From an optimization exercise on the open Yosys and OpenROAD flow, aimed at a short achievable clock period and few clock cycles; shortcuts taken in it are not production practice. In this exercise RTL edits were held to simulation tests only and were not proved equivalent to the original. Power is estimated from default activity; no workload was simulated.

**design/flow/config.mk**
```make
export PLATFORM = sky130hd
export DESIGN_NAME = rv_pipeline_top
export DESIGN_NICKNAME = rv_pipeline_top
export VERILOG_FILES = /design/flow/design.v
export SDC_FILE = /design/flow/constraint.sdc
export NUM_CORES = 4
export LEC_CHECK = 0
export ABC_CLOCK_PERIOD_IN_PS = 1000
export CAP_MARGIN = 20
export CORE_MARGIN = 2
export CORE_UTILIZATION = 35
export SETUP_SLACK_MARGIN = 5
export SLEW_MARGIN = 20
```
**design/flow/constraint.sdc**
```tcl
create_clock -name core_clock -period 7.0 [get_ports {clock}]
set_input_delay 1.4000 -clock core_clock [delete_from_list [all_inputs] [get_ports {clock}]]
set_output_delay 1.4000 -clock core_clock [all_outputs]
set_load 0.01 [all_outputs]
```
**design/flow/design.v**
```verilog
package rv_isa_pkg;
    localparam int REG_IDX_W = 5;
    localparam int NUM_REGS  = 32;
    localparam int OPCODE_LSB = 0;
    localparam int RD_LSB     = 7;
    localparam int FUNCT3_LSB = 12;
    localparam int RS1_LSB    = 15;
    localparam int RS2_LSB    = 20;
    localparam int FUNCT7_LSB = 25;
    typedef enum logic [6:0] {
        OP     = 7'b0110011,   
        OP_IMM = 7'b0010011,
        LOAD   = 7'b0000011,
        STORE  = 7'b0100011,
        BRANCH = 7'b1100011,
        SYSTEM = 7'b1110011    
    } opcode_e;
    typedef enum logic [2:0] {ADD, SUB, AND, OR, XOR} alu_op_e;
    localparam logic [31:0] NOP_INST = 32'h0000_0013;   
    localparam logic [31:0] WFI_INST = 32'h1050_0073;
endpackage
package rv_pipe_pkg;
    localparam int XLEN = 32;
    typedef enum logic [1:0] {BUS_NONE, BUS_LOAD, BUS_STORE} bus_cmd_e;
    typedef enum logic [1:0] {RUNNING, HALTED, ILLEGAL} status_e;
    typedef struct packed {
        logic            valid;
        logic [XLEN-1:0] pc;
        logic [XLEN-1:0] npc;
        logic [31:0]     inst;
    } if_id_t;
    typedef struct packed {
        logic                             valid;
        logic [XLEN-1:0]                  pc;
        logic [XLEN-1:0]                  npc;
        logic [4:0]                       rs1_idx;   
        logic [4:0]                       rs2_idx;
        logic [XLEN-1:0]                  rs1_value;
        logic [XLEN-1:0]                  rs2_value;
        logic [XLEN-1:0]                  imm;
        logic [4:0]                       dest;      
        logic [2:0]                       alu_op;    
        logic                             use_imm;
        logic                             rd_mem;
        logic                             wr_mem;
        logic                             is_branch;
        logic                             branch_on_ne;
        logic                             halt;
        logic                             illegal;
    } id_ex_t;
    typedef struct packed {
        logic                             valid;
        logic [XLEN-1:0]                  npc;
        logic [4:0]                       dest;
        logic [XLEN-1:0]                  alu_result;   
        logic [XLEN-1:0]                  store_data;
        logic                             rd_mem;
        logic                             wr_mem;
        logic                             halt;
        logic                             illegal;
    } ex_mem_t;
    typedef struct packed {
        logic                             valid;
        logic [XLEN-1:0]                  npc;
        logic [4:0]                       dest;
        logic [XLEN-1:0]                  result;
        logic                             wr_en;
        logic                             halt;
        logic                             illegal;
    } mem_wb_t;
endpackage
module rv_pipeline_top #(
    parameter logic [rv_pipe_pkg::XLEN-1:0] RESET_PC = '0
) (
    input  logic                         clock,
    input  logic                         reset,
    output logic [1:0]                   mem_cmd,
    output logic [rv_pipe_pkg::XLEN-1:0] mem_addr,
    output logic [rv_pipe_pkg::XLEN-1:0] mem_wdata,
    input  logic [rv_pipe_pkg::XLEN-1:0] mem_rdata,
    output logic                         commit_valid,
    output logic                         commit_wr_en,
    output logic [4:0]                   commit_wr_idx,
    output logic [rv_pipe_pkg::XLEN-1:0] commit_wr_data,
    output logic [rv_pipe_pkg::XLEN-1:0] commit_npc,
    output logic [1:0]                   status
);
    localparam int CI = 5;              
    localparam int CN = 1 << CI;        
    localparam int TL = CI + 2;         
    logic [31:2]  pc;
    logic [CN-1:0] pc_oh;               
    logic         ic_v   [0:CN-1];
    logic [10:TL] ic_tag [0:CN-1];
    logic [31:0]  ic_inst[0:CN-1];
    logic         ic_tk  [0:CN-1];      
    logic [10:2]  ic_npc [0:CN-1];      
    logic [10:2]  ic_tgt [0:CN-1];      
    logic         fl_v;
    logic [31:2]  fl_pc;
    logic [31:0]  fl_inst;
    logic         fl_tk;
    logic         fl_br;
    logic [31:2]  fl_npc;
    logic [31:2]  fl_tgt;
    logic         d_v;
    logic [31:2]  d_pc;
    logic [31:0]  d_inst;
    logic         d_pred;               
    logic         d_pr;                 
    logic [31:2]  d_tgt;                
    logic         d_mem;                
    logic         s_v;
    logic [31:2]  s_pc;
    logic [31:0]  s_inst;
    logic         s_pred, s_pr, s_mem;
    logic [31:2]  s_tgt;
    logic         stopped;              
    logic         e_v;
    logic [31:2]  e_npc;
    logic [31:2]  e_tgt;
    logic [31:0]  e_a, e_b, e_sd;
    logic         e_la, e_lb, e_ls;     
    logic         e_add, e_sub, e_and, e_or, e_xor;
    logic         e_ld, e_st, e_br, e_bne, e_pred;
    logic [4:0]   e_rd;
    logic         e_wen, e_halt, e_ill;
    logic         rd_r;
    logic [31:2]  rd_pc;
    logic         bus_st;               
    logic         m_acc;                
    logic [31:0]  bus_addr;
    logic         m_v;
    logic [31:2]  m_npc;
    logic [4:0]   m_rd;
    logic         m_wen;
    logic [31:0]  m_res, m_sd;
    logic         m_ld, m_st, m_halt, m_ill;
    logic         w_v;
    logic [31:2]  w_npc;
    logic [4:0]   w_rd;
    logic         w_wen;
    logic [31:0]  w_val;
    logic         w_halt, w_ill;
    logic [31:0]  rf [0:31];
    function automatic logic predict(input logic [31:0] w);
        predict = w[6:0] == 7'b1100011 && w[14:13] == 2'b00 &&
                  ((w[19:15] == w[24:20]) ? !w[12] : (w[12] || w[31]));
    endfunction
    function automatic logic [31:2] br_off(input logic [31:0] w);
        br_off = {{19{w[31]}}, w[31], w[7], w[30:25], w[11:9]};
    endfunction
    logic [CI-1:0] f_idx;
    logic          f_hit;
    logic          f_take;              
    logic          f_got;               
    logic [31:0]   f_inst;
    logic          f_pred, f_pr;
    logic [31:2]   f_tgt, m_tgt;
    logic          d_redir;
    logic [31:0]   c_inst;
    logic          c_tk;
    logic [10:2]   c_npc, c_tgt;
    assign f_idx  = pc[TL-1:2];
    always_comb begin
        f_hit  = 1'b0;
        c_inst = '0;
        c_tk   = 1'b0;
        c_npc  = '0;
        c_tgt  = '0;
        for (int i = 0; i < CN; i++) begin
            f_hit  = f_hit | (pc_oh[i] && ic_v[i] && ic_tag[i] == pc[10:TL]);
            c_inst = c_inst | ({32{pc_oh[i]}} & ic_inst[i]);
            c_tk   = c_tk | (pc_oh[i] && ic_tk[i]);
            c_npc  = c_npc | ({9{pc_oh[i]}} & ic_npc[i]);
            c_tgt  = c_tgt | ({9{pc_oh[i]}} & ic_tgt[i]);
        end
    end
    assign f_take = !s_v && !rd_r && !d_redir;
    assign f_got  = f_take && (f_hit || !m_acc);
    assign m_tgt  = pc + br_off(mem_rdata);
    assign f_inst = f_hit ? c_inst : mem_rdata;
    assign f_pred = f_hit ? c_tk : predict(mem_rdata);
    assign f_pr   = !f_hit && predict(mem_rdata);
    assign f_tgt  = f_hit ? {pc[31:11], c_tgt} : m_tgt;
    logic [6:0]  opc;
    logic [2:0]  f3;
    logic [6:0]  f7;
    logic [4:0]  rd, rs1, rs2;
    logic        is_op, is_addi, is_lw, is_sw, is_br, is_wfi, is_ill;
    logic        use1, use2, d_wen;
    logic [31:0] imm_i, imm_s, imm_b;
    logic [31:2] d_npc4;
    logic        ld_hz, issue;
    assign opc = d_inst[6:0];
    assign f3  = d_inst[14:12];
    assign f7  = d_inst[31:25];
    assign rd  = d_inst[11:7];
    assign rs1 = d_inst[19:15];
    assign rs2 = d_inst[24:20];
    assign is_op   = opc == 7'b0110011 &&
                     ((f7 == 7'h00 && (f3 == 3'b000 || f3 == 3'b100 || f3 == 3'b110 || f3 == 3'b111))
                      || (f7 == 7'h20 && f3 == 3'b000));
    assign is_addi = opc == 7'b0010011 && f3 == 3'b000;
    assign is_lw   = opc == 7'b0000011 && f3 == 3'b010;
    assign is_sw   = opc == 7'b0100011 && f3 == 3'b010;
    assign is_br   = opc == 7'b1100011 && f3[2:1] == 2'b00;
    assign is_wfi  = d_inst == 32'h1050_0073;
    assign is_ill  = !(is_op || is_addi || is_lw || is_sw || is_br || is_wfi);
    assign use1  = is_op || is_addi || is_lw || is_sw || is_br;
    assign use2  = is_op || is_sw || is_br;
    assign d_wen = (is_op || is_addi || is_lw) && rd != 5'd0;
    assign imm_i = {{20{d_inst[31]}}, d_inst[31:20]};
    assign imm_s = {{20{d_inst[31]}}, d_inst[31:25], d_inst[11:7]};
    assign imm_b = {{19{d_inst[31]}}, d_inst[31], d_inst[7], d_inst[30:25], d_inst[11:8], 1'b0};
    assign d_npc4 = d_pc + 30'd1;
    logic ld1, ld2;
    assign ld1   = e_v && e_ld && e_wen && use1 && e_rd == rs1;
    assign ld2   = e_v && e_ld && e_wen && use2 && e_rd == rs2;
    assign ld_hz = (ld1 && !is_br) || (ld2 && !is_br && !is_sw);
    function automatic logic [31:0] ks_add(input logic [31:0] a, input logic [31:0] b,
                                           input logic cin);
        logic [31:0] g, p, gn, pn;
        g    = a & b;
        p    = a ^ b;
        g[0] = g[0] | (p[0] & cin);
        for (int d = 1; d < 32; d = d * 2) begin
            gn = g;
            pn = p;
            for (int i = d; i < 32; i++) begin
                gn[i] = g[i] | (p[i] & g[i - d]);
                pn[i] = p[i] & p[i - d];
            end
            g = gn;
            p = pn;
        end
        ks_add = (a ^ b) ^ {g[30:0], cin};
    endfunction
    logic [31:0] e_sum, e_dif, e_alu, e_lg;
    logic        imm_use;
    logic [31:0] imm_d, ob;
    logic        e_ok, e_taken, e_redir;
    logic [31:2] e_rpc;
    assign e_sum   = ks_add(e_a, e_b, 1'b0);
    assign e_dif   = ks_add(e_a, ~e_b, 1'b1);
    assign e_alu   = ({32{e_add}} & e_sum) | ({32{e_sub}} & e_dif) | e_lg;
    logic [31:0] cmp_a, cmp_b;
    assign cmp_a   = e_la ? mem_rdata : e_a;
    assign cmp_b   = e_lb ? mem_rdata : e_b;
    assign e_taken = (cmp_a == cmp_b) ^ e_bne;
    assign e_ok    = e_v && !rd_r;       
    assign e_redir = e_ok && e_br && (e_taken != e_pred);
    assign e_rpc   = e_taken ? e_tgt : e_npc;
    assign issue   = d_v && !ld_hz && !stopped && !rd_r;
    assign d_redir = d_v && d_pr;
    logic [31:0] m_val;
    assign m_val = m_ld ? mem_rdata : m_res;
    assign mem_cmd   = bus_st ? 2'd2 : 2'd1;   
    assign mem_addr  = bus_addr;
    assign mem_wdata = m_sd;
    logic        e1, e2, m1, m2;
    logic [31:0] o1, o2, v1, v2;
    assign e1 = rs1 != 5'd0 && e_v && e_wen && e_rd == rs1;
    assign e2 = rs2 != 5'd0 && e_v && e_wen && e_rd == rs2;
    assign m1 = rs1 != 5'd0 && m_v && m_wen && m_rd == rs1;
    assign m2 = rs2 != 5'd0 && m_v && m_wen && m_rd == rs2;
    assign o1 = m1 ? m_val : (rs1 == 5'd0) ? 32'd0 : rf[rs1];
    assign o2 = m2 ? m_val : (rs2 == 5'd0) ? 32'd0 : rf[rs2];
    assign v2 = e2 ? e_alu : o2;
    assign imm_use = is_addi || is_lw || is_sw;
    assign imm_d   = is_sw ? imm_s : imm_i;
    assign e_lg    = ({32{e_and}} & (e_a & e_b)) | ({32{e_or}} & (e_a | e_b)) |
                     ({32{e_xor}} & (e_a ^ e_b));
    assign ob      = imm_use ? imm_d : o2;
    assign v1 = ({32{e1 && e_add}} & e_sum) | ({32{e1 && e_sub}} & e_dif) |
                ({32{e1 && !e_add && !e_sub}} & e_lg) | ({32{!e1}} & o1);
    logic        eb;
    logic [31:0] b_next;
    assign eb     = e2 && !imm_use;
    assign b_next = ({32{eb && e_add}} & e_sum) | ({32{eb && e_sub}} & e_dif) |
                    ({32{eb && !e_add && !e_sub}} & e_lg) | ({32{!eb}} & ob);
    logic [31:2]  pc_next, pc_inc;
    logic [10:2]  pc_lo1;
    logic         pc_cy;
    logic [31:11] pc_hi1;
    logic         d_take;                
    assign {pc_cy, pc_lo1} = {1'b0, pc[10:2]} + 10'd1;
    assign pc_hi1 = pc[31:11] + 21'd1;
    assign pc_inc = {pc_cy ? pc_hi1 : pc[31:11], pc_lo1};
    assign d_take = !d_v || issue;
    always_comb begin
        if (reset)
            pc_next = RESET_PC[31:2];
        else if (rd_r)
            pc_next = rd_pc;
        else if (d_redir)
            pc_next = d_tgt;
        else if (f_take && f_hit)
            pc_next = {pc[31:11], c_npc};
        else if (f_take && !m_acc)
            pc_next = pc_inc;
        else
            pc_next = pc;
    end
    always_ff @(posedge clock) begin
        pc <= pc_next;
        for (int i = 0; i < CN; i++)
            pc_oh[i] <= pc_next[TL-1:2] == CI'(i);
    end
    always_ff @(posedge clock) begin
        if (d_take) begin
            d_pc   <= s_v ? s_pc   : pc;
            d_inst <= s_v ? s_inst : f_inst;
            d_pred <= s_v ? s_pred : f_pred;
            d_tgt  <= s_v ? s_tgt  : f_tgt;
            d_mem  <= s_v ? s_mem  : !f_hit;
        end
        if (!s_v) begin
            s_pc   <= pc;
            s_inst <= f_inst;
            s_pred <= f_pred;
            s_pr   <= f_pr;
            s_tgt  <= f_tgt;
            s_mem  <= !f_hit;
        end
        if (reset || rd_r) begin
            d_v  <= 1'b0;
            s_v  <= 1'b0;
            d_pr <= 1'b0;
        end else begin
            if (d_take) begin
                d_v  <= s_v || f_got;
                d_pr <= s_v ? s_pr : f_got && f_pr;
            end else if (d_redir) begin
                d_pr <= 1'b0;                
            end
            s_v <= s_v ? !d_take : f_got && !d_take;
        end
    end
    always_ff @(posedge clock) begin
        bus_st   <= !reset && e_ok && e_st;
        m_acc    <= !reset && e_ok && (e_ld || e_st);
        bus_addr <= (!reset && e_ok && (e_ld || e_st)) ? e_sum : {pc_next, 2'b00};
        rd_r     <= !reset && e_redir;
        rd_pc    <= e_rpc;
    end
    always_ff @(posedge clock) begin
        fl_v    <= !reset && d_v && d_mem;
        fl_pc   <= d_pc;
        fl_inst <= d_inst;
        fl_tk   <= d_pred;
        fl_br   <= is_br;
        fl_npc  <= d_pred ? d_tgt : d_npc4;
        fl_tgt  <= d_tgt;
    end
    always_ff @(posedge clock) begin
        if (reset) begin
            for (int i = 0; i < CN; i++) ic_v[i] <= 1'b0;
        end else if (fl_v) begin
            ic_v[fl_pc[TL-1:2]] <= fl_npc[31:11] == fl_pc[31:11] &&
                                   (!fl_br || fl_tgt[31:11] == fl_pc[31:11]);
        end
    end
    always_ff @(posedge clock) begin
        if (fl_v) begin
            ic_tag [fl_pc[TL-1:2]] <= fl_pc[10:TL];
            ic_inst[fl_pc[TL-1:2]] <= fl_inst;
            ic_tk  [fl_pc[TL-1:2]] <= fl_tk;
            ic_npc [fl_pc[TL-1:2]] <= fl_npc[10:2];
            ic_tgt [fl_pc[TL-1:2]] <= fl_tgt[10:2];
        end
    end
    always_ff @(posedge clock) begin
        if (reset || rd_r)
            stopped <= 1'b0;
        else if (issue && (is_wfi || is_ill))
            stopped <= 1'b1;
    end
    always_ff @(posedge clock) begin
        e_v    <= !reset && issue;
        e_npc  <= d_npc4;
        e_tgt  <= d_tgt;
        e_a    <= v1;
        e_b    <= b_next;
        e_sd   <= v2;
        e_la   <= ld1 && is_br;
        e_lb   <= ld2 && is_br;
        e_ls   <= ld2 && is_sw;
        e_sub  <= is_op && f7[5];
        e_and  <= is_op && f3 == 3'b111;
        e_or   <= is_op && f3 == 3'b110;
        e_xor  <= is_op && f3 == 3'b100;
        e_add  <= !(is_op && (f7[5] || f3 != 3'b000));
        e_ld   <= is_lw;
        e_st   <= is_sw;
        e_br   <= is_br;
        e_bne  <= f3[0];
        e_pred <= d_pred;
        e_rd   <= rd;
        e_wen  <= d_wen;
        e_halt <= is_wfi;
        e_ill  <= is_ill;
    end
    always_ff @(posedge clock) begin
        m_v    <= !reset && e_ok;
        m_npc  <= e_npc;
        m_rd   <= e_rd;
        m_wen  <= e_wen;
        m_res  <= e_alu;
        m_sd   <= e_ls ? mem_rdata : e_sd;
        m_ld   <= e_ld;
        m_st   <= e_st;
        m_halt <= e_halt;
        m_ill  <= e_ill;
    end
    always_ff @(posedge clock) begin
        if (m_v && m_wen)
            rf[m_rd] <= m_val;
    end
    always_ff @(posedge clock) begin
        w_v    <= !reset && m_v;
        w_npc  <= m_npc;
        w_rd   <= m_rd;
        w_wen  <= m_wen;
        w_val  <= m_val;
        w_halt <= m_halt;
        w_ill  <= m_ill;
    end
    always_ff @(posedge clock) begin
        if (reset)
            status <= 2'd0;
        else if (status == 2'd0 && w_v) begin
            if (w_ill)
                status <= 2'd2;
            else if (w_halt)
                status <= 2'd1;
        end
    end
    assign commit_valid   = w_v;
    assign commit_wr_en   = w_wen;
    assign commit_wr_idx  = w_rd;
    assign commit_wr_data = w_val;
    assign commit_npc     = {w_npc, 2'b00};
endmodule
```
**design/flow/run.sh**
```bash
#!/bin/bash
# synth_recipe.tcl (not shown) runs the flow's synth.tcl, then flattens the netlist and writes it again
# the make line also repeats each setting of config.mk as NAME=value (left out here)
make -C /OpenROAD-flow-scripts/flow DESIGN_CONFIG=/design/flow/config.mk WORK_HOME=/design/flow/orfs CLKGATE_MAP_FILE= SYNTH_SCRIPT=/design/flow/synth_recipe.tcl finish
```
==> flow_summary_export.csv, run 1 <==
group,metric,value,unit
route,vias,100104,
sta,final_hold_viol_count,0,
layout,syn2layout_area_growth,30.61,%
critical_path,crit_chain,"buf_6, buf_8, a221oi_1, nand4_1, nor4_4, mux2i_1, a41o_2, or2_4, nor4_4",
power,peakVddDrop,0.0003008,V
placement,gp_congestion,0.9253,
placement,dpl_cell_area,155700,sq um
floorplan,die_w,647.2,microns
clock_network,cts_max_level,5,
job,cap_violations,0,
yosys,yosys-top-cells-count,"2,911 x edfxtp_1, 677 x dfxtp_1, 640 x mux4_2",
critical_path,required,7860,ps
power,leakage,62.93,nW
layout,design_area,189100,sq um
sta,fin_crit_sh,0.5281,
sta,finalClockSkew,75.42,ps
power,p_per_area,379.7,nW/um^2
hold_path,hp-class,"register to register",
outcome,status,"complete, no violations",
global_routing,top_usage_layer,"met2",
power,power,71.81,mW
yosys,yosysMostFrequentCell,"edfxtp_1",
critical_path,crit_slowest_cell,"nor4_4",
sta,period_minus_slack,3697,ps
sta,max_slew_margin,0.2638,
critical_path,crit_path_start_kind,"register",
critical_path,arrival,4560,ps
critical_path,cp_top_family,"simple AND/OR/NAND/NOR gates",
yosys,synthArstFlopShare,0,
floorplan,ios,173,
placement,dp.cells,13996,
global_routing,grt_max_degree,67,
clock_network,cts_tree,"yes",
route,ant_nets,0,
layout,final_nets,9997,
yosys,seq_area_frac_synth,0.6974,
clock_network,ctsHoldBuffers,0,
floorplan,die-area,418800,sq um
route,post_drt_wl_per_cell,39.16,microns
layout,drive_gt1_frac,0.3930,
route,viasPerCell,6.373,
critical_path,endpoint_kind,"register",
sta,drv_slew,0,
route,dr.first_iter.drc_count,16354,
yosys,synth_ff_type,"edfxtp_1",
sta,setup_viol,0,
layout,stdcell_count,15707,
clock_network,max-clock-path-buffers,4,
clock_network,numClockSinks,3588,
clock_network,root_buffer,"clkbuf_16",
placement,dp_hpwl,311.6,mm
yosys,syn_inst,8687,
yosys,yosys_warnings,1,
global_routing,grt_pass1_vias,94840,
floorplan,placementRows,236,
yosys,synth.avg_cell_area,16.67,sq um
placement,portBuffers,170,
critical_path,crit_type,"register to register",
sta,finalSetupTns,0,ps
clock_network,clk_pin_slew_worst_paths,60,ps
route,drc_errors,0,
global_routing,grt_pass1_wl,806.1,mm
global_routing,use_met1,0.3444,
global_routing,grt_remaining_overflow,0,
clock_network,clock_latency,980,ps
critical_path,slowest_delay,560,ps
floorplan,die_h,647.2,microns
yosys,synthTopCellsByArea,"edfxtp_1 60%, mux4_2 10%, dfxtp_1 9.4%",
route,dr.pass1.iters,8,
critical_path,worst-path-max-fanout,29,
yosys,synth_top_cell_by_area,"edfxtp_1",
critical_path,crit_top_cell,"nor4_4",
floorplan,core-area,412500,sq um
global_routing,met2_usage,0.4229,
sta,max_freq,270.5,MHz
sta,whs,326.5,ps
sta,worst_slew_pin_slew,1103,ps
yosys,synth-edff-count,2911,
floorplan,start_util,0.3510,
global_routing,grtUsageTotal,0.2792,
clock_network,numCtsBuffers,374,
sta,rsz0062_at_grt,"yes",
route,drt_wl_total,615.0,mm
global_routing,grt_use_met3,0.07116,
yosys,synth_top_area_frac,0.6038,
global_routing,antenna_found_initial,42,
critical_path,crit_buf_inv,2,
yosys,ys_seq_elements,3588,
yosys,syn_area,144800,sq um
yosys,synth_cell_types,94,
worst paths after layout:
| path | start | cells after the start | slack, ps | to |
|---|---|---|---|---|
| worst max register to register | pc_oh[2] | 9 | 3300 | pc_oh[0] |
| worst max-delay path | pc_oh[2] | 9 | 3300 | pc_oh[0] |
| worst min-delay path | m_npc[29] | 0 | 330 | w_npc[29] |
| worst min register to register | m_npc[29] | 0 | 330 | w_npc[29] |
routing by layer:
metal	wire length (microns)	share of wire	vias up
met5	101	0.00016	-
met4	57490	0.093	16
met3	81720	0.13	2109
met2	270700	0.44	8592
met1	205000	0.33	51436
li1	-	-	37951
registers in the layout, summed over array words and instances (netlist names), 32 cells and up, named ones only:
name	cells
bus_addr	32
d_inst	32
e_a	32
e_b	32
e_sd	32
fl_inst	32
ic_inst	1024
ic_npc	288
ic_tag	128
ic_tgt	288
ic_tk	32
ic_v	32
m_res	32
m_sd	32
pc_oh	32
rf	1024
s_inst	32
w_val	32
power breakdown:
group | total [mW] | internal (mW) | switching (mW)
Combinational | 23.0 | 9.98 | 13.0
Sequential | 28.0 | 26.1 | 1.92
Clock | 20.8 | 12.2 | 8.65
final cells by class:
type	instances	area [sq um]
diodes	83	207.7
clock buffers	523	10490
clock inverters	170	2240
fillers	34246	223400
inverters	160	805.8
multi-input cells	4368	48380
flip-flops and latches	3588	101600
well taps	5474	6849
repair buffers	1331	18450
repair inverters	10	86.33
cells in the final DEF, fill, tap and decap left out, types with 72 or more instances in the layout:
master / instances
dfxtp_4: 131
clkbuf_16: 425
nor2_1: 161
edfxtp_1: 2911
a221oi_1: 235
o21ai_2: 103
o21ai_0: 103
mux2_2: 102
buf_4: 496
buf_16: 164
buf_6: 310
ha_1: 82
nand4_1: 193
xnor2_1: 121
mux2_4: 90
dfxtp_1: 439
dfxtp_2: 107
a21oi_1: 130
inv_1: 93
buf_12: 198
nand2_1: 213
diode_2: 83
xor2_1: 148
nor2_4: 72
mux4_2: 640
clkbuf_1: 101
a22oi_1: 440
a22o_1: 216
worst register-to-register path, delay by kind of cell, from the launching register on:
kind | cells | cell delay, ps
and+or+nand+nor | 4 | 1610
AOI/OAI and AO/OA | 2 | 780
buffers and inverters | 2 | 540
DFF | 1 | 510
muxes | 1 | 150
kinds of logic after synthesis:
family          count (synthesis)  synth area share
simple gates                 1233           0.04388
other cells                     1        0.00002590
xor+xnor                      310           0.01875
compound gates               1784           0.08945
flops                        3588            0.6974
buf+inv                       749           0.02049
fa+ha+maj                     130           0.01139
mux                           892            0.1186
through the flow:
stage	util	worst slack (ps)
after floorplan	-	3445
after global placement	0.3774	1532
after detailed placement	0.3775	1491
after CTS	0.4446	3454
after global routing	0.4582	3322
final	0.4584	3303
repair_timing:
| action | CTS | global route |
|---|---|---|
| gates cloned | 144 | 47 |
| pin swaps | 327 | 250 |
| endpoints found under the setup margin | 4506 | 2204 |
| gates resized for setup | 2394 | 505 |
| setup buffers | 521 | 223 |
Testbench counts, summed over its fixed seeds: cycles 34,119.
==> inputs of run 2 (changes only) <==
--- a/design/flow/design.v
+++ b/design/flow/design.v
@@ -92,2 +92,4 @@
     logic [CN-1:0] pc_oh;               
+    logic [CN-1:0] pc_ohn;              
+    logic [CN-1:0] f_match;             
     logic         ic_v   [0:CN-1];
@@ -123,2 +125,4 @@
     logic         e_la, e_lb, e_ls;     
+    logic         e_l2a, e_l2b;         
+    logic         e_u2;                 
     logic         e_add, e_sub, e_and, e_or, e_xor;
@@ -153,3 +157,4 @@
     logic [CI-1:0] f_idx;
-    logic          f_hit;
+    logic          f_hit;               
+    logic          f_hitd;              
     logic          f_take;              
@@ -166,2 +171,3 @@
         f_hit  = 1'b0;
+        f_hitd = 1'b0;
         c_inst = '0;
@@ -171,7 +177,8 @@
         for (int i = 0; i < CN; i++) begin
-            f_hit  = f_hit | (pc_oh[i] && ic_v[i] && ic_tag[i] == pc[10:TL]);
-            c_inst = c_inst | ({32{pc_oh[i]}} & ic_inst[i]);
-            c_tk   = c_tk | (pc_oh[i] && ic_tk[i]);
+            f_hit  = f_hit | (pc_oh[i] && f_match[i]);
+            f_hitd = f_hitd | (!pc_ohn[i] && f_match[i]);
+            c_inst = c_inst | ({32{!pc_ohn[i]}} & ic_inst[i]);
+            c_tk   = c_tk | (!pc_ohn[i] && ic_tk[i]);
             c_npc  = c_npc | ({9{pc_oh[i]}} & ic_npc[i]);
-            c_tgt  = c_tgt | ({9{pc_oh[i]}} & ic_tgt[i]);
+            c_tgt  = c_tgt | ({9{!pc_ohn[i]}} & ic_tgt[i]);
         end
@@ -181,6 +188,6 @@
     assign m_tgt  = pc + br_off(mem_rdata);
-    assign f_inst = f_hit ? c_inst : mem_rdata;
-    assign f_pred = f_hit ? c_tk : predict(mem_rdata);
-    assign f_pr   = !f_hit && predict(mem_rdata);
-    assign f_tgt  = f_hit ? {pc[31:11], c_tgt} : m_tgt;
+    assign f_inst = f_hitd ? c_inst : mem_rdata;
+    assign f_pred = f_hitd ? c_tk : predict(mem_rdata);
+    assign f_pr   = !f_hitd && predict(mem_rdata);
+    assign f_tgt  = f_hitd ? {pc[31:11], c_tgt} : m_tgt;
     logic [6:0]  opc;
@@ -219,3 +226,7 @@
     assign ld2   = e_v && e_ld && e_wen && use2 && e_rd == rs2;
-    assign ld_hz = (ld1 && !is_br) || (ld2 && !is_br && !is_sw);
+    logic is_alu, u2_hz;
+    assign is_alu = is_op || is_addi;
+    assign u2_hz  = e_v && e_u2 && e_wen &&
+                    ((use1 && e_rd == rs1) || (use2 && e_rd == rs2));
+    assign ld_hz  = (ld1 && !is_br && !is_alu) || (ld2 && !is_br && !is_sw && !is_alu) || u2_hz;
     function automatic logic [31:0] ks_add(input logic [31:0] a, input logic [31:0] b,
@@ -250,2 +261,12 @@
     assign e_taken = (cmp_a == cmp_b) ^ e_bne;
+    function automatic logic [31:0] alu_op(input logic [31:0] a, input logic [31:0] b);
+        alu_op = ({32{e_add}} & (a + b)) | ({32{e_sub}} & (a - b)) |
+                 ({32{e_and}} & (a & b)) | ({32{e_or}} & (a | b)) |
+                 ({32{e_xor}} & (a ^ b));
+    endfunction
+    logic [31:0] r2a, r2b, r2ab, alu2;
+    assign r2a  = alu_op(mem_rdata, e_b);
+    assign r2b  = alu_op(e_a, mem_rdata);
+    assign r2ab = alu_op(mem_rdata, mem_rdata);
+    assign alu2 = e_l2a ? (e_l2b ? r2ab : r2a) : r2b;
     assign e_ok    = e_v && !rd_r;       
@@ -308,2 +329,4 @@
             pc_oh[i] <= pc_next[TL-1:2] == CI'(i);
+        for (int i = 0; i < CN; i++)
+            pc_ohn[i] <= pc_next[TL-1:2] != CI'(i);
     end
@@ -315,3 +338,3 @@
             d_tgt  <= s_v ? s_tgt  : f_tgt;
-            d_mem  <= s_v ? s_mem  : !f_hit;
+            d_mem  <= s_v ? s_mem  : !f_hitd;
         end
@@ -323,3 +346,3 @@
             s_tgt  <= f_tgt;
-            s_mem  <= !f_hit;
+            s_mem  <= !f_hitd;
         end
@@ -355,2 +378,4 @@
     end
+    logic fl_ok;
+    assign fl_ok = fl_npc[31:11] == fl_pc[31:11] && (!fl_br || fl_tgt[31:11] == fl_pc[31:11]);
     always_ff @(posedge clock) begin
@@ -359,4 +384,13 @@
         end else if (fl_v) begin
-            ic_v[fl_pc[TL-1:2]] <= fl_npc[31:11] == fl_pc[31:11] &&
-                                   (!fl_br || fl_tgt[31:11] == fl_pc[31:11]);
+            ic_v[fl_pc[TL-1:2]] <= fl_ok;
+        end
+    end
+    always_ff @(posedge clock) begin
+        for (int i = 0; i < CN; i++) begin
+            if (reset)
+                f_match[i] <= 1'b0;
+            else if (fl_v && fl_pc[TL-1:2] == CI'(i))
+                f_match[i] <= fl_ok && fl_pc[10:TL] == pc_next[10:TL];
+            else
+                f_match[i] <= ic_v[i] && ic_tag[i] == pc_next[10:TL];
         end
@@ -386,2 +420,5 @@
         e_la   <= ld1 && is_br;
+        e_l2a  <= ld1 && is_alu;
+        e_l2b  <= ld2 && is_alu;
+        e_u2   <= (ld1 || ld2) && is_alu;
         e_lb   <= ld2 && is_br;
@@ -408,3 +445,3 @@
         m_wen  <= e_wen;
-        m_res  <= e_alu;
+        m_res  <= e_u2 ? alu2 : e_alu;
         m_sd   <= e_ls ? mem_rdata : e_sd;
==> run 2 against run 1 <==
Compared with the run above: die area is 9.6% higher; critical path type unchanged; flip-flop and latch count rose by 67; sequential power shrank 2%; non-clock buffer count increased by 567; routed wire length up 19%; cell count grew 19%; maximum frequency shrank 10%; synthesized cell count rose by 23%; clock skew up 48 ps.
==> flow_summary_export.csv, run 2 <==
group,metric,value,unit
outcome,status,"complete, no violations",
sta,setup_viol,0,
clock_network,max-clock-path-buffers,4,
floorplan,die-area,458900,sq um
floorplan,ios,173,
layout,register_area,102900,sq um
clock_network,ctsHoldBuffers,0,
yosys,synth-edff-count,2911,
global_routing,grt_remaining_overflow,0,
critical_path,reg2reg_depth,12,
critical_path,crit_type,"register to register",
critical_path,crit_slowest_cell,"or4_4",
layout,drive_gt1_frac,0.3922,
yosys,yosys_warnings,1,
layout,syn2layout_area_growth,34.26,%
power,peakVddDrop,0.0002636,V
floorplan,die_w,677.4,microns
global_routing,grt_pass1_wl,946.8,mm
critical_path,path_depth,12,
hold_path,hold-path-cell-count,0,
yosys,synth_ff_type,"edfxtp_1",
critical_path,crit_chain,"a221oi_2, nand4_1, buf_6, o211a_4, buf_12, mux2i_4, o22ai_1, a31oi_1, o31ai_1, or4_4, buf_4, o41ai_4",
yosys,yosysMostFrequentCell,"edfxtp_1",
yosys,synth_top_area_frac,0.5508,
route,ant_nets,0,
yosys,synth_top_cell_by_area,"edfxtp_1",
sta,finalClockSkew,123.1,ps
clock_network,numCtsBuffers,379,
clock_network,root_buffer,"clkbuf_16",
layout,final_nets,12664,
sta,fin_crit_sh,0.5889,
route,dr.first_iter.drc_count,22398,
sta,worst_slew_pin_slew,1329,ps
yosys,yosys-top-cells-count,"2,911 x edfxtp_1, 744 x dfxtp_1, 640 x mux4_2",
layout,fillers,37528,
sta,setup_ws,2878,ps
yosys,ys_seq_elements,3655,
route,post_drt_wl_per_cell,39.29,microns
placement,gp_congestion,0.9781,
sta,max_freq,242.6,MHz
clock_network,clock_latency,1060,ps
sta,rsz0062_at_grt,"yes",
yosys,synthArstFlopShare,0,
placement,dp.cells,16498,
clock_network,clk_pin_slew_worst_paths,60,ps
route,dr.pass1.iters,9,
yosys,syn_area,158700,sq um
placement,place_ws,569.2,ps
floorplan,placementRows,247,
critical_path,endpoint_kind,"register",
clock_network,cts_tree,"yes",
global_routing,grtUsageTotal,0.2956,
clock_network,numClockSinks,3655,
clock_network,cts_max_level,5,
global_routing,grt_pass1_vias,111425,
critical_path,arrival,4980,ps
layout,stdcell_count,18678,
critical_path,crit_path_start_kind,"register",
route,drt_wl_total,733.9,mm
layout,layout_common_cells,"2,911 x edfxtp_1, 735 x buf_4, 640 x mux4_2, 500 x dfxtp_1, 485 x buf_6",
yosys,synthTopCellsByArea,"edfxtp_1 55%, dfxtp_1 9.4%, mux4_2 9.1%",
yosys,seq_area_frac_synth,0.6446,
route,drc_errors,0,
yosys,synth_cell_types,96,
sta,drv_slew,0,
yosys,synth.avg_cell_area,14.82,sq um
critical_path,cp_top_family,"compound AO/OA/AOI/OAI gates",
placement,dp_hpwl,380.3,mm
sta,finalSetupTns,0,ps
route,viasPerCell,6.589,
job,cap_violations,0,
critical_path,worst-path-max-fanout,10,
global_routing,grt_max_degree,89,
sta,period_minus_slack,4122,ps
critical_path,crit_buf_inv,3,
sta,final_hold_viol_count,0,
route,vias,123061,
placement,portBuffers,170,
floorplan,die_h,677.4,microns
floorplan,start_util,0.3510,
layout,layout.cells.most_common,"edfxtp_1",
power,p_per_area,336.6,nW/um^2
floorplan,core-area,452100,sq um
hold_path,hp-class,"register to register",
global_routing,antenna_found_initial,73,
yosys,syn_inst,10706,
power,leakage,72.94,nW
sta,max_slew_margin,0.1140,
layout,multiInputGateArea,62680,sq um
critical_path,required,7860,ps
critical_path,slowest_delay,570,ps
run 2: cell types whose count changed after synthesis, sizes merged, moves of 111 or more:
cell,delta
nor2,+240
nand2,+215
ha,+190
a21oi,+188
o21ai,+172
clkbuf,+167
inv,+133
a221oi,+111
run 2: per-stage QoR:
step | utilization | cell area (sq um) | hold slack, ps | power (mW)
2_1_floorplan | - | 160200 | 309.6 | 36.40
3_3_place_gp | 0.3751 | 169600 | 312.5 | 43.49
3_5_place_dp | 0.3755 | 169800 | 312.1 | 43.46
4_1_cts | 0.4527 | 204700 | 317.5 | 68.28
5_1_grt | 0.4711 | 213000 | 300.1 | 73.24
6_report | 0.4713 | 213100 | 275.6 | 71.72
run 2: path summary, 6_finish.rpt:
check	from	end	slack (ps)
max reg2reg	pc_oh[6]	f_match[1]	2880
max	pc_oh[6]	f_match[1]	2880
min reg2reg	e_npc[18]	m_npc[18]	280
min	e_npc[18]	m_npc[18]	280
run 2: report_power, final:
part           leakage (nW)  switching, mW  total [mW]  internal, mW
sequential             32.6           1.60        27.4          25.8
clock                  6.07           9.05        20.6          11.5
combinational          34.2           13.8        23.7          9.95
run 2: logic make-up after synthesis:
logic type	synth area share
AO/OA/AOI/OAI	0.1269
flip-flops	0.6446
multiplexers	0.1090
buffers and inverters	0.02407
XOR/XNOR	0.01705
AND/OR/NAND/NOR	0.05247
other	0.00002363
adder cells (fa/ha/maj)	0.02587
run 2: worst reg2reg max path, delay by kind of cell (launching register included):
family	cells	cell delay [ps]
and+or+nand+nor	2	750
DFF	1	510
buffers and inverters	3	560
AOI/OAI and AO/OA	6	1700
muxes	1	420
run 2: what timing repair did:
| action | in CTS | in global routing |
|---|---|---|
| gates cloned | 179 | 71 |
| pin swaps | 528 | 427 |
| setup endpoints to repair | 4625 | 2907 |
| resized for setup | 3461 | 866 |
| setup buffers | 815 | 338 |
run 2: per-layer routing:
metal / up-vias / track usage / wire length [microns]
met4: 58 / 0.1808 / 60860
met2: 11146 / 0.4271 / 302900
met3: 2764 / 0.09879 / 115700
li1: 46650 / - / -
met5: - / 0 / 591
met1: 62443 / 0.3836 / 253800
run 2: layout make-up:
class | instances | area share
clock buffers | 544 | 0.05048
diodes | 74 | 0.0008690
well taps | 5976 | 0.03509
flip-flops and latches | 3655 | 0.4827
multi-input cells | 6079 | 0.2941
clock inverters | 159 | 0.007927
inverters | 293 | 0.006359
repair buffers | 1898 | 0.1224
Testbench counts of run 2, summed over its fixed seeds: cycles 33,745.
==> inputs of run 3 (changes only) <==
--- a/design/flow/config.mk
+++ b/design/flow/config.mk
@@ -11,3 +11,4 @@
 export CORE_UTILIZATION = 35
-export SETUP_SLACK_MARGIN = 5
+export SETUP_SLACK_MARGIN = 4
 export SLEW_MARGIN = 20
+export TNS_END_PERCENT = 20
==> run 3 against run 2 <==
Compared with the run above: synthesized cell count unchanged; non-clock buffer count decreased by 750; worst hold slack improved by 51 ps; routed wire length decreased by 12%; utilization decreased by 3.9 points; cell area decreased by 8.2%; first-iteration DRC count decreased by 20%; critical endpoint is now m_res[22]; clock skew decreased by 5.7 ps.
==> flow_summary_export.csv, run 3 <==
group,metric,value,unit
sta,finalSetupTns,0,ps
global_routing,grt_pass1_wl,882.6,mm
clock_network,numCtsBuffers,381,
hold_path,min_to,"m_halt",
yosys,synth_top_area_frac,0.5508,
route,drc_errors,0,
yosys,synth-edff-count,2911,
floorplan,start_util,0.3510,
critical_path,endpoint_kind,"register",
layout,layout_common_cells,"2,911 x edfxtp_1, 674 x buf_4, 640 x mux4_2, 638 x dfxtp_1, 429 x nand2_1",
yosys,syn_inst,10706,
sta,worst_slew_pin_slew,1138,ps
yosys,synthTopCellsByArea,"edfxtp_1 55%, dfxtp_1 9.4%, mux4_2 9.1%",
power,leakage,65.14,nW
route,dr.first_iter.drc_count,18008,
layout,design_area,195700,sq um
critical_path,rrSetupSlack,3080,ps
route,post_drt_wl_per_cell,36.19,microns
floorplan,placementRows,247,
yosys,yosys_warnings,1,
placement,dpl_cell_area,169700,sq um
placement,gp_congestion,0.9782,
route,ant_nets,0,
sta,setup_viol,0,
sta,max_slew_margin,0.2401,
sta,final_hold_viol_count,0,
sta,period_minus_slack,4003,ps
critical_path,crit_path_start_kind,"input pin",
sta,fin_crit_sh,0.5719,
global_routing,grt_max_degree,77,
floorplan,core-area,452100,sq um
placement,dp_hpwl,381.9,mm
yosys,syn_area,158700,sq um
critical_path,rr_endpoint,"e_b[30]",
layout,layout.cells.most_common,"edfxtp_1",
route,vias,113935,
yosys,synth_ff_type,"edfxtp_1",
critical_path,reg2reg_depth,16,
clock_network,max-clock-path-buffers,4,
layout,stdcell_count,17916,
global_routing,grt_remaining_overflow,0,
route,drt_wl_total,648.4,mm
critical_path,required,7850,ps
hold_path,hold-path-cell-count,0,
hold_path,hold_start,"e_halt",
clock_network,ctsHoldBuffers,0,
yosys,seq_area_frac_synth,0.6446,
layout,final_nets,11904,
clock_network,cts_max_level,5,
sta,drv_slew,0,
power,peakVddDrop,0.0002612,V
hold_path,hp-class,"register to register",
route,viasPerCell,6.359,
clock_network,cts_tree,"yes",
outcome,status,"complete, no violations",
placement,portBuffers,170,
global_routing,antenna_found_initial,65,
clock_network,clock_latency,1000,ps
layout,drive_gt1_frac,0.2987,
floorplan,die_h,677.4,microns
yosys,ys_seq_elements,3655,
power,p_per_area,355.1,nW/um^2
sta,rsz0062_at_grt,"yes",
global_routing,grtUsageTotal,0.2724,
critical_path,worst-path-max-fanout,3,
yosys,yosysMostFrequentCell,"edfxtp_1",
yosys,synth_cell_types,96,
sta,max_freq,249.8,MHz
clock_network,numClockSinks,3655,
global_routing,grt_pass1_vias,106842,
placement,dp.cells,16525,
yosys,synth_top_cell_by_area,"edfxtp_1",
critical_path,crit_type,"input pin to register",
critical_path,arrival,4850,ps
floorplan,die_w,677.4,microns
job,cap_violations,0,
floorplan,die-area,458900,sq um
layout,syn2layout_area_growth,23.28,%
critical_path,r2r_start,"e_a[0]",
clock_network,clk_pin_slew_worst_paths,60,ps
yosys,synth.avg_cell_area,14.82,sq um
clock_network,root_buffer,"clkbuf_16",
yosys,synthArstFlopShare,0,
route,dr.pass1.iters,6,
sta,finalClockSkew,117.4,ps
floorplan,ios,173,
yosys,yosys-top-cells-count,"2,911 x edfxtp_1, 744 x dfxtp_1, 640 x mux4_2",
[run 3: changes by cell type in the layout (fill, tap and decap cells not counted), moves of 82 or more]
cell / previous run / this run
o21ai_0: 249 / 331
clkdlybuf4s50_1: 0 / 137
dfxtp_1: 500 / 638
buf_12: 250 / 95
dfxtp_2: 145 / 47
buf_6: 485 / 149
buf_16: 225 / 36
[run 3: how the worst max path moves through the flow]
stage | start | to | slack, ps | cells past startpoint
3_3_place_gp | mem_rdata[1] | m_res[28] | 710 | 14
4_1_cts | mem_rdata[0] | m_res[24] | 3030 | 16
2_1_floorplan | mem_rdata[12] | m_res[28] | 2590 | 13
5_1_grt | mem_rdata[0] | m_res[24] | 2970 | 16
3_5_place_dp | mem_rdata[1] | m_res[28] | 740 | 14
6_report | mem_rdata[0] | m_res[22] | 3000 | 15
[run 3: repair_timing]
item                                    in CTS  in global routing
resized for setup                         1643                204
endpoints found under the setup margin    2367               2171
pin swaps                                  376                175
setup buffers                              471                 94
cloned                                      49                  0
[run 3: cell families (layout without fill, tap and decap cells)]
logic type	Yosys count	count (layout)	synth area share
adders and majority gates	324	324	0.02587
buffers and inverters	1004	2148	0.02407
other	1	72	0.00002363
and+or+nand+nor	1745	1763	0.05247
xor gates and xnor gates	309	309	0.01705
DFF	3655	3655	0.6446
AOI/OAI and AO/OA	2768	2769	0.1269
muxes	900	900	0.1090
[run 3: layer usage]
layer / share of wire / track usage / vias up
li1: - / - / 44980
met1: 0.38 / 0.3651 / 58981
met2: 0.43 / 0.4016 / 8309
met3: 0.13 / 0.07779 / 1629
met4: 0.062 / 0.1415 / 36
met5: 0.00037 / 0 / -
[run 3: power breakdown]
group          switching, mW  leakage, nW  internal [mW]  total (mW)
clock network           8.92         6.16           11.7        20.6
logic                   13.0         26.4           8.72        21.7
registers               1.43         32.6           25.8        27.2
total                   23.3         65.1           46.2        69.5
[run 3: cell type report]
| type | count | area (sq um) |
|---|---|---|
| Fill cell | 39994 | 256500 |
| Sequential cell | 3655 | 102600 |
| Multi-Input combinational cell | 6067 | 59560 |
| Timing Repair Buffer | 1148 | 11890 |
| Clock buffer | 534 | 10820 |
| Tap cell | 5976 | 7477 |
| Clock inverter | 173 | 1780 |
| Inverter | 293 | 1365 |
| Antenna cell | 70 | 175.2 |
[run 3: worst max-delay path, cell delays in order]
cell and delay (ps):
buf_6 100, buf_12 130, ha_4 160, fa_2 380, o21ba_4 230, a2111oi_4 360, o21ai_2 130, o41a_1 510
o2111ai_2 270, nand3_2 170, o311ai_4 350, xnor2_1 130, a221o_1 310, a21oi_2 130, a21oi_1 60
[run 3: through the flow]
stage / util / hold slack (ps) / power, mW / worst slack (ps)
finish: 0.4327 / 326.2 / 69.47 / 2997
global placement: 0.3752 / 311.3 / 43.44 / 713.3
detailed placement: 0.3753 / 313.6 / 43.41 / 740.6
floorplan: - / 309.6 / 36.39 / 2594
global route: 0.4326 / 329.0 / 71.23 / 2975
CTS: 0.4289 / 328.0 / 68.00 / 3031
==> inputs of run 4 (changes only) <==
--- a/design/flow/design.v
+++ b/design/flow/design.v
@@ -124,3 +124,4 @@
     logic [31:0]  e_a, e_b, e_sd;
-    logic         e_la, e_lb, e_ls;     
+    logic [31:0]  e_bn;                 
+    logic         e_fa, e_fb, e_fs;     
     logic         e_l2a, e_l2b;         
@@ -135,2 +136,12 @@
     logic         m_acc;                
+    logic         pf_bus;               
+    logic         lp_v;
+    logic [31:2]  lp_br;                
+    logic [31:2]  pf_ptr;               
+    logic [4:0]   pf_cnt;               
+    logic         f_hit_r;              
+    logic [31:2]  pf0_a;                
+    logic         pf1_v;                
+    logic [31:2]  pf1_a;
+    logic [31:0]  pf1_w;
     logic [31:0]  bus_addr;
@@ -142,2 +153,3 @@
     logic         m_ld, m_st, m_halt, m_ill;
+    logic [31:0]  m_val;                
     logic         w_v;
@@ -186,3 +198,3 @@
     assign f_take = !s_v && !rd_r && !d_redir;
-    assign f_got  = f_take && (f_hit || !m_acc);
+    assign f_got  = f_take && (f_hit || (!m_acc && !pf_bus));
     assign m_tgt  = pc + br_off(mem_rdata);
@@ -229,3 +241,3 @@
     assign u2_hz  = e_v && e_u2 && e_wen &&
-                    ((use1 && e_rd == rs1) || (use2 && e_rd == rs2));
+                    ((use1 && e_rd == rs1 && !is_br) || (use2 && e_rd == rs2 && !is_br && !is_sw));
     assign ld_hz  = (ld1 && !is_br && !is_alu) || (ld2 && !is_br && !is_sw && !is_alu) || u2_hz;
@@ -255,18 +267,14 @@
     assign e_sum   = ks_add(e_a, e_b, 1'b0);
-    assign e_dif   = ks_add(e_a, ~e_b, 1'b1);
+    assign e_dif   = ks_add(e_a, e_bn, 1'b1);
     assign e_alu   = ({32{e_add}} & e_sum) | ({32{e_sub}} & e_dif) | e_lg;
     logic [31:0] cmp_a, cmp_b;
-    assign cmp_a   = e_la ? mem_rdata : e_a;
-    assign cmp_b   = e_lb ? mem_rdata : e_b;
+    assign cmp_a   = e_fa ? m_val : e_a;
+    assign cmp_b   = e_fb ? m_val : e_b;
     assign e_taken = (cmp_a == cmp_b) ^ e_bne;
-    function automatic logic [31:0] alu_op(input logic [31:0] a, input logic [31:0] b);
-        alu_op = ({32{e_add}} & (a + b)) | ({32{e_sub}} & (a - b)) |
-                 ({32{e_and}} & (a & b)) | ({32{e_or}} & (a | b)) |
-                 ({32{e_xor}} & (a ^ b));
-    endfunction
-    logic [31:0] r2a, r2b, r2ab, alu2;
-    assign r2a  = alu_op(mem_rdata, e_b);
-    assign r2b  = alu_op(e_a, mem_rdata);
-    assign r2ab = alu_op(mem_rdata, mem_rdata);
-    assign alu2 = e_l2a ? (e_l2b ? r2ab : r2a) : r2b;
+    logic [31:0] a2, b2, alu2;
+    assign a2   = e_l2a ? mem_rdata : e_a;
+    assign b2   = e_l2b ? mem_rdata : e_b;
+    assign alu2 = ({32{e_add}} & (a2 + b2)) | ({32{e_sub}} & (a2 - b2)) |
+                  ({32{e_and}} & (a2 & b2)) | ({32{e_or}} & (a2 | b2)) |
+                  ({32{e_xor}} & (a2 ^ b2));
     assign e_ok    = e_v && !rd_r;       
@@ -276,3 +284,2 @@
     assign d_redir = d_v && d_pr;
-    logic [31:0] m_val;
     assign m_val = m_ld ? mem_rdata : m_res;
@@ -282,3 +289,3 @@
     logic        e1, e2, m1, m2;
-    logic [31:0] o1, o2, v1, v2;
+    logic [31:0] o1, o2, v1;
     assign e1 = rs1 != 5'd0 && e_v && e_wen && e_rd == rs1;
@@ -289,3 +296,2 @@
     assign o2 = m2 ? m_val : (rs2 == 5'd0) ? 32'd0 : rf[rs2];
-    assign v2 = e2 ? e_alu : o2;
     assign imm_use = is_addi || is_lw || is_sw;
@@ -320,3 +326,3 @@
             pc_next = {pc[31:11], c_npc};
-        else if (f_take && !m_acc)
+        else if (f_take && !m_acc && !pf_bus)
             pc_next = pc_inc;
@@ -365,3 +371,5 @@
         m_acc    <= !reset && e_ok && (e_ld || e_st);
-        bus_addr <= (!reset && e_ok && (e_ld || e_st)) ? e_sum : {pc_next, 2'b00};
+        pf_bus   <= !reset && pf_go;
+        bus_addr <= (!reset && e_ok && (e_ld || e_st)) ? e_sum :
+                    pf_go ? {pf_ptr, 2'b00} : {pc_next, 2'b00};
         rd_r     <= !reset && e_redir;
@@ -369,10 +377,46 @@
     end
+    logic        pf_go;                  
+    logic [31:2] pf1_tgt;
+    logic [31:2] lp_len;                 
+    assign pf_go   = !reset && pf_cnt != 5'd0 && f_hit_r && !(e_ok && (e_ld || e_st));
+    assign pf1_tgt = pf1_a + br_off(pf1_w);
+    assign lp_len  = d_pc - d_tgt;
+    always_ff @(posedge clock) begin
+        f_hit_r <= f_hit && f_take;
+        pf1_v   <= !reset && pf_bus;
+        pf1_w   <= mem_rdata;
+        if (pf_go)
+            pf0_a <= pf_ptr;
+        pf1_a   <= pf0_a;
+        if (reset) begin
+            lp_v   <= 1'b0;
+            pf_cnt <= 5'd0;
+        end else if (issue && is_br && d_pred && d_inst[31] && !(lp_v && lp_br == d_pc)) begin
+            lp_v   <= 1'b1;
+            lp_br  <= d_pc;
+            pf_ptr <= d_npc4;
+            pf_cnt <= (lp_len < 30'd31) ? 5'd31 - lp_len[6:2] : 5'd0;
+        end else if (pf_go) begin
+            pf_ptr <= pf_ptr + 30'd1;
+            pf_cnt <= pf_cnt - 5'd1;
+        end
+    end
     always_ff @(posedge clock) begin
-        fl_v    <= !reset && d_v && d_mem;
-        fl_pc   <= d_pc;
-        fl_inst <= d_inst;
-        fl_tk   <= d_pred;
-        fl_br   <= is_br;
-        fl_npc  <= d_pred ? d_tgt : d_npc4;
-        fl_tgt  <= d_tgt;
+        if (d_v && d_mem) begin
+            fl_v    <= !reset;
+            fl_pc   <= d_pc;
+            fl_inst <= d_inst;
+            fl_tk   <= d_pred;
+            fl_br   <= is_br;
+            fl_npc  <= d_pred ? d_tgt : d_npc4;
+            fl_tgt  <= d_tgt;
+        end else begin                   
+            fl_v    <= !reset && pf1_v;
+            fl_pc   <= pf1_a;
+            fl_inst <= pf1_w;
+            fl_tk   <= predict(pf1_w);
+            fl_br   <= pf1_w[6:0] == 7'b1100011 && pf1_w[14:13] == 2'b00;
+            fl_npc  <= predict(pf1_w) ? pf1_tgt : pf1_a + 30'd1;
+            fl_tgt  <= pf1_tgt;
+        end
     end
@@ -418,4 +462,7 @@
         e_b    <= b_next;
-        e_sd   <= v2;
-        e_la   <= ld1 && is_br;
+        e_sd   <= o2;
+        e_bn   <= ~b_next;
+        e_fa   <= e1 && is_br;
+        e_fb   <= e2 && is_br;
+        e_fs   <= e2 && is_sw;
         e_l2a  <= ld1 && is_alu;
@@ -423,4 +470,2 @@
         e_u2   <= (ld1 || ld2) && is_alu;
-        e_lb   <= ld2 && is_br;
-        e_ls   <= ld2 && is_sw;
         e_sub  <= is_op && f7[5];
@@ -446,3 +491,3 @@
         m_res  <= e_u2 ? alu2 : e_alu;
-        m_sd   <= e_ls ? mem_rdata : e_sd;
+        m_sd   <= e_fs ? m_val : e_sd;
         m_ld   <= e_ld;
--- a/design/flow/config.mk
+++ b/design/flow/config.mk
@@ -11,4 +11,3 @@
 export CORE_UTILIZATION = 35
-export SETUP_SLACK_MARGIN = 4
+export SETUP_SLACK_MARGIN = 5
 export SLEW_MARGIN = 20
-export TNS_END_PERCENT = 20
==> run 4 against run 3 <==
Compared with the run above: count of clock-buffer cells in the layout increased by 28; cell area is 13% higher; clock power up 6%; synthesized cell count is 5.1% higher; worst hold slack got worse by 49 ps; global-route usage is 0.53 points higher; routed wire length rose by 8.6%; register-to-register slack gained 160 ps; largest cell class unchanged; flip-flop and latch count rose by 231; critical endpoint is now m_res[24]; power is 6.9% higher; utilization increased by 3.9 points.
==> flow_summary_export.csv, run 4 <==
group,metric,value,unit
outcome,status,"complete, no violations",
sta,period_minus_slack,3789,ps
route,post_drt_wl_per_cell,36.03,microns
power,p_per_area,335.0,nW/um^2
global_routing,grt_pass1_vias,111844,
route,viasPerCell,6.220,
global_routing,antenna_found_initial,54,
global_routing,grtUsageTotal,0.2776,
sta,setup_viol,0,
yosys,syn_inst,11249,
layout,drive_gt1_frac,0.3921,
power,leakage,76.48,nW
yosys,synth_top_area_frac,0.5461,
hold_path,hold_start,"e_halt",
placement,portBuffers,170,
sta,max_freq,263.9,MHz
critical_path,required,7850,ps
sta,drv_slew,0,
critical_path,worst-path-max-fanout,4,
critical_path,rr_endpoint,"m_res[24]",
critical_path,crit_chain,"buf_12, nand2_4, o21a_1, inv_2, ha_4, fa_2, o21ba_4, or4_4, nor4bb_4, o221ai_2, a41oi_4, o211ai_1, buf_4, buf_4, a41oi_2, xnor2_1, o21ai_1, a2bb2oi_1",
yosys,synth-edff-count,3001,
global_routing,grt_pass1_wl,930.4,mm
floorplan,die_h,690.6,microns
hold_path,min_to,"m_halt",
layout,layout.cells.most_common,"edfxtp_1",
yosys,synth_top_cell_by_area,"edfxtp_1",
floorplan,die-area,477000,sq um
yosys,synth_cell_types,114,
critical_path,crit_top_cell,"buf_4",
clock_network,numCtsBuffers,393,
placement,place_ws,1210,ps
clock_network,numClockSinks,3886,
critical_path,arrival,4640,ps
yosys,synthArstFlopShare,0,
sta,finalClockSkew,139.0,ps
placement,dp_hpwl,374.5,mm
clock_network,clk_pin_slew_worst_paths,70,ps
layout,layout_common_cells,"3,001 x edfxtp_1, 761 x buf_4, 640 x mux4_2, 621 x nand2_1, 593 x dfxtp_1",
route,vias,121547,
yosys,syn_area,165000,sq um
yosys,yosys-top-cells-count,"3,001 x edfxtp_1, 885 x dfxtp_1, 765 x nand2_1",
sta,max_slew_margin,0.2567,
critical_path,endpoint_kind,"register",
hold_path,hp-class,"register to register",
placement,dp.cells,17316,
route,drt_wl_total,704.1,mm
placement,gp_congestion,0.9366,
floorplan,start_util,0.3508,
sta,setup_ws,3211,ps
clock_network,clock_latency,1040,ps
critical_path,slowest_delay,450,ps
yosys,ys_seq_elements,3886,
floorplan,die_w,690.6,microns
floorplan,ios,173,
sta,finalSetupTns,0,ps
clock_network,max-clock-path-buffers,4,
layout,utilization,0.4714,
yosys,synth_ff_type,"edfxtp_1",
clock_network,root_buffer,"clkbuf_16",
yosys,seq_area_frac_synth,0.6535,
layout,stdcell_count,19540,
sta,worst_slew_pin_slew,1087,ps
yosys,synthTopCellsByArea,"edfxtp_1 55%, dfxtp_1 11%, mux4_2 8.7%",
clock_network,cts_max_level,5,
sta,whs,277.6,ps
hold_path,hold-path-cell-count,0,
yosys,yosys_warnings,1,
placement,dpl_cell_area,177700,sq um
global_routing,grt_remaining_overflow,0,
clock_network,ctsHoldBuffers,0,
route,ant_nets,0,
global_routing,grt_max_degree,66,
sta,rsz0062_at_grt,"yes",
power,power,74.29,mW
yosys,synth.avg_cell_area,14.67,sq um
yosys,yosysMostFrequentCell,"edfxtp_1",
floorplan,core-area,470400,sq um
layout,final_nets,13270,
critical_path,r2r_start,"e_l2b",
route,dr.first_iter.drc_count,18883,
layout,syn2layout_area_growth,34.40,%
sta,final_hold_viol_count,0,
sta,fin_crit_sh,0.5413,
route,drc_errors,0,
floorplan,placementRows,252,
critical_path,rrSetupSlack,3240,ps
critical_path,reg2reg_depth,18,
clock_network,cts_tree,"yes",
route,dr.pass1.iters,6,
power,peakVddDrop,0.0003463,V
critical_path,crit_type,"input pin to register",
critical_path,crit_path_start_kind,"input pin",
critical_path,crit_slowest_cell,"or4_4",
layout,design_area,221800,sq um
layout,fillers,39187,
job,cap_violations,0,
[run 4: cell types whose count changed in the layout (fill, tap and decap cells not counted), moves of 157 or more]
| cell | previous run | this run |
|---|---|---|
| buf_12 | 95 | 289 |
| o21ai_0 | 331 | 133 |
| buf_6 | 149 | 437 |
| buf_16 | 36 | 193 |
| nand2_1 | 429 | 621 |
[run 4: logic make-up (layout without fill, tap and decap cells)]
| group | count (synthesis) | count (layout) | share of synthesized area |
|---|---|---|---|
| other cells | 1 | 32 | 0.00002273 |
| simple gates | 2170 | 2182 | 0.06293 |
| xor+xnor | 534 | 534 | 0.02834 |
| buf+inv | 1040 | 3064 | 0.02486 |
| fa+ha+maj | 291 | 291 | 0.02238 |
| mux | 839 | 839 | 0.1002 |
| compound gates | 2488 | 2489 | 0.1078 |
| flops | 3886 | 3886 | 0.6535 |
[run 4: worst max-delay path: cells and delay by family]
family          cells  cell delay [ps]
compound gates      8             1410
xor+xnor            1              180
buf+inv             4              450
fa+ha+maj           2              510
simple gates        3              670
[run 4: cell type report]
| class | count | area, sq um | share of cell area |
|---|---|---|---|
| inverter | 415 | 2091 | 0.009427 |
| antenna | 30 | 75.07 | 0.0003385 |
| timing repair inverter | 32 | 305.3 | 0.001377 |
| sequential | 3886 | 108400 | 0.4889 |
| clock inverter | 175 | 1871 | 0.008434 |
| clock buffer | 562 | 11400 | 0.05141 |
| multi-input combinational | 6337 | 64240 | 0.2896 |
| timing repair buffer | 1880 | 25580 | 0.1153 |
| tap | 6223 | 7786 | 0.03511 |
[run 4: how the worst max path moves through the flow]
stage / start / endpoint / cells after the start
after global placement: mem_rdata[9] / m_res[29] / 14
final: mem_rdata[0] / m_res[24] / 18
after global routing: mem_rdata[0] / m_res[22] / 17
after CTS: e_l2b / m_res[20] / 16
after floorplan: mem_rdata[0] / m_res[20] / 15
after detailed placement: mem_rdata[1] / m_res[20] / 15
[run 4: routing by layer]
| metal | part of all wire | global-route usage | vias to the layer above |
|---|---|---|---|
| met1 | 0.36 | 0.3644 | 62109 |
| met4 | 0.072 | 0.1535 | 28 |
| li1 | - | - | 47794 |
| met5 | 0.00027 | 0 | - |
| met3 | 0.14 | 0.08131 | 2008 |
| met2 | 0.43 | 0.4127 | 9608 |
[run 4: what timing repair did]
action / CTS / global route
endpoints found under the setup margin: 4814 / 2490
gates cloned: 200 / 54
setup buffers: 871 / 332
pin swaps: 521 / 469
gates resized for setup: 3259 / 850
[run 4: where the power goes]
part	total, mW	switching [mW]	internal, mW
clock network	21.9	9.45	12.4
registers	28.7	1.51	27.2
logic	23.7	13.4	10.3
total	74.3	24.4	49.9
Testbench counts of run 4, summed over its fixed seeds: cycles 33,364.

==> port drivers added, routing unchanged <==
The flow's constraints put no driver on any port. The routed layouts listed below were extracted and timed again, unchanged, in two steps.
Step 1 assumes that a clkbuf_16 drives the clock port and a buf_2 every other input.
Step 2 adds t to the input delays and takes it off the output delays; t is the mean of the earliest and latest rising clock arrival at the registers after step 1. Input paths then give back, and output paths get back, about the clock's delay inside the block.
Slacks: no drivers / after step 1 / after step 2; pairs: no drivers / after step 1.
| run | t, ns | setup slack, ns | latest minus earliest clock arrival (ns) |
|---|---|---|---|
| run 1 | 1.055 | 3.303 / 3.303 / 2.621 | 0.083 / 0.083 |
| run 2 | 1.121 | 2.878 / 2.878 / 1.781 | 0.124 / 0.125 |
| run 3 | 1.073 | 2.997 / 3.075 / 2.009 | 0.134 / 0.133 |
| run 4 | 1.098 | 3.211 / 3.145 / 2.047 | 0.161 / 0.162 |
After both steps setup and hold are still met in every run listed. The setup slack of run 4, which loses most, moves by -0.066 ns with the drivers and by -1.164 ns with both steps.
